What follows belongs to an exercise in optimizing a design on an open flow for a short achievable clock period and few clock cycles; a production flow would make more cautious choices. Function was checked by simulation only, so behaviour that the tests miss may differ from the original. Power figures rest on the tool's default switching activity, not on a simulated workload.

==> flow/design.v (excerpt) <==
module rv_core (
    input  wire logic        clk,
    input  wire logic        rst,
    input  wire logic [31:0] imem_rdata,
    output logic [31:0]      imem_addr,
    output logic             retire_valid,
    output logic [31:0]      retire_pc,
    output logic [31:0]      retire_insn,
    output logic [4:0]       retire_rd,
    output logic             retire_rd_we,
    output logic [31:0]      retire_wdata
);
    logic [12:0] pcl;
    logic [18:0] pch;
    logic [1:0]  pcd;        
    logic        fix;        
    logic [18:0] fix_hi;     
    logic        x_valid;
    logic [31:0] x_pc;
    logic [31:0] x_insn;
    logic [31:0] x_am;       
    logic [31:0] x_bm;       
    logic [31:0] sd_a;       
    logic [31:0] sd_b;       
    logic        slt_a;      
    logic        slt_b;      
    logic        x_add, x_sub, x_and, x_or, x_xor, x_slt;
    logic        x_mp_eq;    
    logic        x_mp_ne;    
    logic [12:0] x_alt_lo;   
    logic [1:0]  x_alt_d;    
    logic [4:0]  x_rd;
    logic        x_we;
    logic        x_addi;     
    logic [31:0] x_negimm;   
    logic [31:0] s_sum, s_diff, s_lg;
    logic        s_slt;
    logic        s_valid;
    logic [31:0] s_pc;
    logic [31:0] s_insn;
    logic [4:0]  s_rd;
    logic        s_we;
    logic        s_add, s_sub, s_lgop, s_sltop;
    logic [31:0] s_res;
    logic        r_valid;
    logic [31:0] r_pc;
    logic [31:0] r_insn;
    logic [4:0]  r_rd;
    logic        r_we;
    logic [31:0] r_wdata;
    logic [31:0] rf [1:31];
    logic [31:0] w;
    logic [6:0]  opc;
    logic [2:0]  f3;
    logic [6:0]  f7;
    logic [4:0]  rs1, rs2, rd;
    logic        is_op, is_opi, is_br, f3_alu, f7_ok, writes, pred;
    logic        fa_next, fb_next;
    logic [31:0] imm_i;
  ...
==> flow/config.mk <==
export PLATFORM = sky130hd
export DESIGN_NAME = rv_core
export DESIGN_NICKNAME = rv_core
export VERILOG_FILES = /design/flow/design.v
export SDC_FILE = /design/flow/constraint.sdc
export NUM_CORES = 4
export LEC_CHECK = 0
export CAP_MARGIN = 20
export CORE_MARGIN = 2
export CORE_UTILIZATION = 40
export PLACE_DENSITY = 0.6
export SETUP_SLACK_MARGIN = 4.5
export SLEW_MARGIN = 20
export SYNTH_HIERARCHICAL = 1
export SYNTH_MINIMUM_KEEP_SIZE = 0
export TNS_END_PERCENT = 20
export DONT_USE_CELLS += sky130_fd_sc_hd__or4_1 sky130_fd_sc_hd__or4_2 sky130_fd_sc_hd__or4_4 sky130_fd_sc_hd__or4b_1 sky130_fd_sc_hd__or4b_2 sky130_fd_sc_hd__or4b_4 sky130_fd_sc_hd__or4bb_1 sky130_fd_sc_hd__or4bb_2 sky130_fd_sc_hd__or4bb_4 sky130_fd_sc_hd__nor4_1 sky130_fd_sc_hd__nor4_2 sky130_fd_sc_hd__nor4_4 sky130_fd_sc_hd__nor4b_1 sky130_fd_sc_hd__nor4b_2 sky130_fd_sc_hd__nor4b_4 sky130_fd_sc_hd__nor4bb_1 sky130_fd_sc_hd__nor4bb_2 sky130_fd_sc_hd__nor4bb_4 sky130_fd_sc_hd__a2111o_1 sky130_fd_sc_hd__a2111o_2 sky130_fd_sc_hd__a2111o_4 sky130_fd_sc_hd__a2111oi_0 sky130_fd_sc_hd__a2111oi_1 sky130_fd_sc_hd__a2111oi_2 sky130_fd_sc_hd__a2111oi_4 sky130_fd_sc_hd__o2111a_1 sky130_fd_sc_hd__o2111a_2 sky130_fd_sc_hd__o2111a_4 sky130_fd_sc_hd__o2111ai_1 sky130_fd_sc_hd__o2111ai_2 sky130_fd_sc_hd__o2111ai_4
==> flow/constraint.sdc <==
create_clock -name core_clock -period 6.5 [get_ports {clk}]
set_input_delay 1.3000 -clock core_clock [delete_from_list [all_inputs] [get_ports {clk}]]
set_output_delay 1.3000 -clock core_clock [all_outputs]
set_load 0.01 [all_outputs]
standard.sh (not shown) runs the stock make flow with config.mk's settings and CLKGATE_MAP_FILE= SYNTH_SCRIPT=/design/flow/synth_recipe.tcl, a recipe that flattens the netlist after the stock synthesis.
==> flow/flow/run.sh <==
#!/bin/bash
# Standard layout with two changes to synthesis: adders are left to ABC
# instead of the platform's full/half adder cells, and the slow wide OR/NOR
# cells and the 5-input AOI/OAI cells are not used.
set -euo pipefail
cat >> config.mk <<'EOF'
export DONT_USE_CELLS += sky130_fd_sc_hd__or4_1 sky130_fd_sc_hd__or4_2 sky130_fd_sc_hd__or4_4 sky130_fd_sc_hd__or4b_1 sky130_fd_sc_hd__or4b_2 sky130_fd_sc_hd__or4b_4 sky130_fd_sc_hd__or4bb_1 sky130_fd_sc_hd__or4bb_2 sky130_fd_sc_hd__or4bb_4 sky130_fd_sc_hd__nor4_1 sky130_fd_sc_hd__nor4_2 sky130_fd_sc_hd__nor4_4 sky130_fd_sc_hd__nor4b_1 sky130_fd_sc_hd__nor4b_2 sky130_fd_sc_hd__nor4b_4 sky130_fd_sc_hd__nor4bb_1 sky130_fd_sc_hd__nor4bb_2 sky130_fd_sc_hd__nor4bb_4 sky130_fd_sc_hd__a2111o_1 sky130_fd_sc_hd__a2111o_2 sky130_fd_sc_hd__a2111o_4 sky130_fd_sc_hd__a2111oi_0 sky130_fd_sc_hd__a2111oi_1 sky130_fd_sc_hd__a2111oi_2 sky130_fd_sc_hd__a2111oi_4 sky130_fd_sc_hd__o2111a_1 sky130_fd_sc_hd__o2111a_2 sky130_fd_sc_hd__o2111a_4 sky130_fd_sc_hd__o2111ai_1 sky130_fd_sc_hd__o2111ai_2 sky130_fd_sc_hd__o2111ai_4
EOF
bash standard.sh ADDER_MAP_FILE= finish > make_finish.log 2>&1
Testbench counts at the start, summed over its fixed seeds: cycles 24,278.
Then changed:
--- a/flow/config.mk
+++ b/flow/config.mk
@@ -10,8 +10,7 @@
 export CORE_UTILIZATION = 40
 export PLACE_DENSITY = 0.6
-export SETUP_SLACK_MARGIN = 4.5
+export SETUP_SLACK_MARGIN = 4.0
 export SLEW_MARGIN = 20
 export SYNTH_HIERARCHICAL = 1
 export SYNTH_MINIMUM_KEEP_SIZE = 0
-export TNS_END_PERCENT = 20
 export DONT_USE_CELLS += sky130_fd_sc_hd__or4_1 sky130_fd_sc_hd__or4_2 sky130_fd_sc_hd__or4_4 sky130_fd_sc_hd__or4b_1 sky130_fd_sc_hd__or4b_2 sky130_fd_sc_hd__or4b_4 sky130_fd_sc_hd__or4bb_1 sky130_fd_sc_hd__or4bb_2 sky130_fd_sc_hd__or4bb_4 sky130_fd_sc_hd__nor4_1 sky130_fd_sc_hd__nor4_2 sky130_fd_sc_hd__nor4_4 sky130_fd_sc_hd__nor4b_1 sky130_fd_sc_hd__nor4b_2 sky130_fd_sc_hd__nor4b_4 sky130_fd_sc_hd__nor4bb_1 sky130_fd_sc_hd__nor4bb_2 sky130_fd_sc_hd__nor4bb_4 sky130_fd_sc_hd__a2111o_1 sky130_fd_sc_hd__a2111o_2 sky130_fd_sc_hd__a2111o_4 sky130_fd_sc_hd__a2111oi_0 sky130_fd_sc_hd__a2111oi_1 sky130_fd_sc_hd__a2111oi_2 sky130_fd_sc_hd__a2111oi_4 sky130_fd_sc_hd__o2111a_1 sky130_fd_sc_hd__o2111a_2 sky130_fd_sc_hd__o2111a_4 sky130_fd_sc_hd__o2111ai_1 sky130_fd_sc_hd__o2111ai_2 sky130_fd_sc_hd__o2111ai_4
After rerunning:
- The new run completed with no timing, DRC or antenna violations
- setup slack is worse by 0.052 ns
- routed wire length decreases by about 5%
- cell count decreases by about 0.7%
- final area falls by about 1.1%
- global-route usage falls by 1.2 points

---

the baseline:
Another version of the RTL of rv_core (not shown whole).
For scale: ~5000 cells after synthesis, roughly 1400 flip-flops, roughly 170 I/O pins, about 67000 sq um of cells after synthesis.
## rv_core
module rv_core (
    input  wire logic        clk,
    input  wire logic        rst,
    input  wire logic [31:0] imem_rdata,
    output logic [31:0]      imem_addr,
    output logic             retire_valid,
    output logic [31:0]      retire_pc,
    output logic [31:0]      retire_insn,
    output logic [4:0]       retire_rd,
    output logic             retire_rd_we,
    output logic [31:0]      retire_wdata
);
    logic [31:0] pc;
    logic        x_valid;
    logic [31:0] x_pc;
    logic [31:0] x_insn;
    logic [31:0] x_am;       
    logic [31:0] x_bm;       
    logic [31:0] fwd_a;      
    logic [31:0] fwd_b;      
    logic        x_add, x_sub, x_and, x_or, x_xor, x_slt;
    logic        x_mp_eq;    
    logic        x_mp_ne;    
    logic [31:0] x_alt_pc;   
    logic [4:0]  x_rd;
    logic        x_we;
    logic        x_addi;     
    logic [31:0] x_negimm;   
    logic        r_valid;
    logic [31:0] r_pc;
    logic [31:0] r_insn;
  ...
Settings: LEC_CHECK=0, CAP_MARGIN=20, CORE_MARGIN=2, CORE_UTILIZATION=40, PLACE_DENSITY=0.6, SETUP_SLACK_MARGIN=4.0, SLEW_MARGIN=20, SYNTH_HIERARCHICAL=1, SYNTH_MINIMUM_KEEP_SIZE=0; clock period 6.5 ns.
Scripts as last shown in full above: flow/flow/run.sh
Testbench counts of the baseline, summed over its fixed seeds: cycles 24,230.
What the candidate does differently from the baseline at the input level:
diff --git a/flow/config.mk b/flow/config.mk
--- a/flow/config.mk
+++ b/flow/config.mk
@@ -10,2 +10,2 @@
-export CORE_UTILIZATION = 40
-export PLACE_DENSITY = 0.6
+export CORE_UTILIZATION = 50
+export PLACE_DENSITY = 0.65
- Sort the baseline and the candidate by area of all placed cells without fillers, ascending, and the candidate comes first.
- Note that the detailed-route vias per instance recorded for the candidate amounts to 1.08 times the value seen in the baseline.
- Note that the average wire per standard cell recorded for the candidate amounts to 1.05 times the value seen in the baseline.
- Instance count along the most critical hold path came out exactly the same in the baseline and the candidate.
- The core of the candidate is more densely filled than that of the baseline.
- The wire length reported for the candidate is smaller than that of the baseline by 1.4%.
- Post-CTS repair timing setup buffer count ends up higher on the baseline.
- Taking the baseline as the reference, in the candidate power in the clock group went down by 2.5%, met2 wire length went down by 3400 um.

---

Setup of T:
rv_core with an RTL version that a note above also has.
Size in the first run: ~1500 flip-flops, about 170 I/O pins.
Design rv_core, start of the top module:
module rv_core (
    input  wire logic        clk,
    input  wire logic        rst,
    input  wire logic [31:0] imem_rdata,
    output logic [31:0]      imem_addr,
    output logic             retire_valid,
    output logic [31:0]      retire_pc,
    output logic [31:0]      retire_insn,
    output logic [4:0]       retire_rd,
    output logic             retire_rd_we,
    output logic [31:0]      retire_wdata
);
clock: 6.5 ns
lec_check: 0
cap_margin: 20
core_margin: 2
core_utilization: 45
place_density: 0.65
setup_slack_margin: 4.0
slew_margin: 20
synth_hierarchical: 1
synth_minimum_keep_size: 0
Scripts as last shown in full above: flow/flow/run.sh
T | stages: all done | timing, DRC, antenna: all pass
Testbench counts of T, summed over its fixed seeds: cycles 24,278.
The inputs of P differ from those of T as listed below.
--- a/flow/config.mk
+++ b/flow/config.mk
@@ -10,3 +10,3 @@
-export CORE_UTILIZATION = 45
-export PLACE_DENSITY = 0.65
-export SETUP_SLACK_MARGIN = 4.0
+export CORE_UTILIZATION = 40
+export PLACE_DENSITY = 0.6
+export SETUP_SLACK_MARGIN = 4.5
P: area added between synthesis and finish is 6.4 points higher than what T reported. Looking at data arrival time at the worst-slack endpoint across P and T, the one that comes out lower is P. Note that the number of violations reported at the end of detailed-routing iteration 0 recorded for T amounts to 0.900 times the value seen in P. P vs T on highest net fanout along the worst path: P is the lower one.

## re-timing with driven ports
How much do the figures lean on ideal ports? The routed layouts below were timed once more, with nothing changed but the port constraints. Step 1 sets driving cells, clkbuf_16 on the clock port and buf_2 on the other inputs (assumed; they add their load-dependent delay and slew). Step 2, shift: input delay + t, output delay - t, t = (earliest + latest rising clock arrival at the registers) / 2. This alone moves slack from input paths to output paths. Slacks: ideal ports / drivers / drivers and shift; pairs: ideal ports / drivers.
run | t, ns | setup WS [ns] | worst setup path at the end | worst register clock-pin slew, ns | pins driven straight from the clock port
the first run of note 1 | 0.897 | 3.559 / 3.257 / 2.360 | input to register | 0.07 / 0.07 | 1
the second run of note 1 | 0.915 | 3.507 / 3.194 / 2.278 | input to register | 0.07 / 0.07 | 1
the baseline | 0.879 | 3.442 / 3.442 / 2.590 | input to register | 0.07 / 0.07 | 1
the candidate | 0.876 | 3.364 / 3.364 / 2.651 | input to register | 0.07 / 0.07 | 1
T | 0.883 | 3.470 / 3.137 / 2.254 | input to register | 0.07 / 0.07 | 1
P | 0.923 | 3.555 / 3.074 / 2.151 | input to register | 0.07 / 0.07 | 1
After both steps every run listed still meets setup and hold. The setup slack of P, which loses most, moves by -0.481 ns with the drivers and by -1.404 ns with both steps.
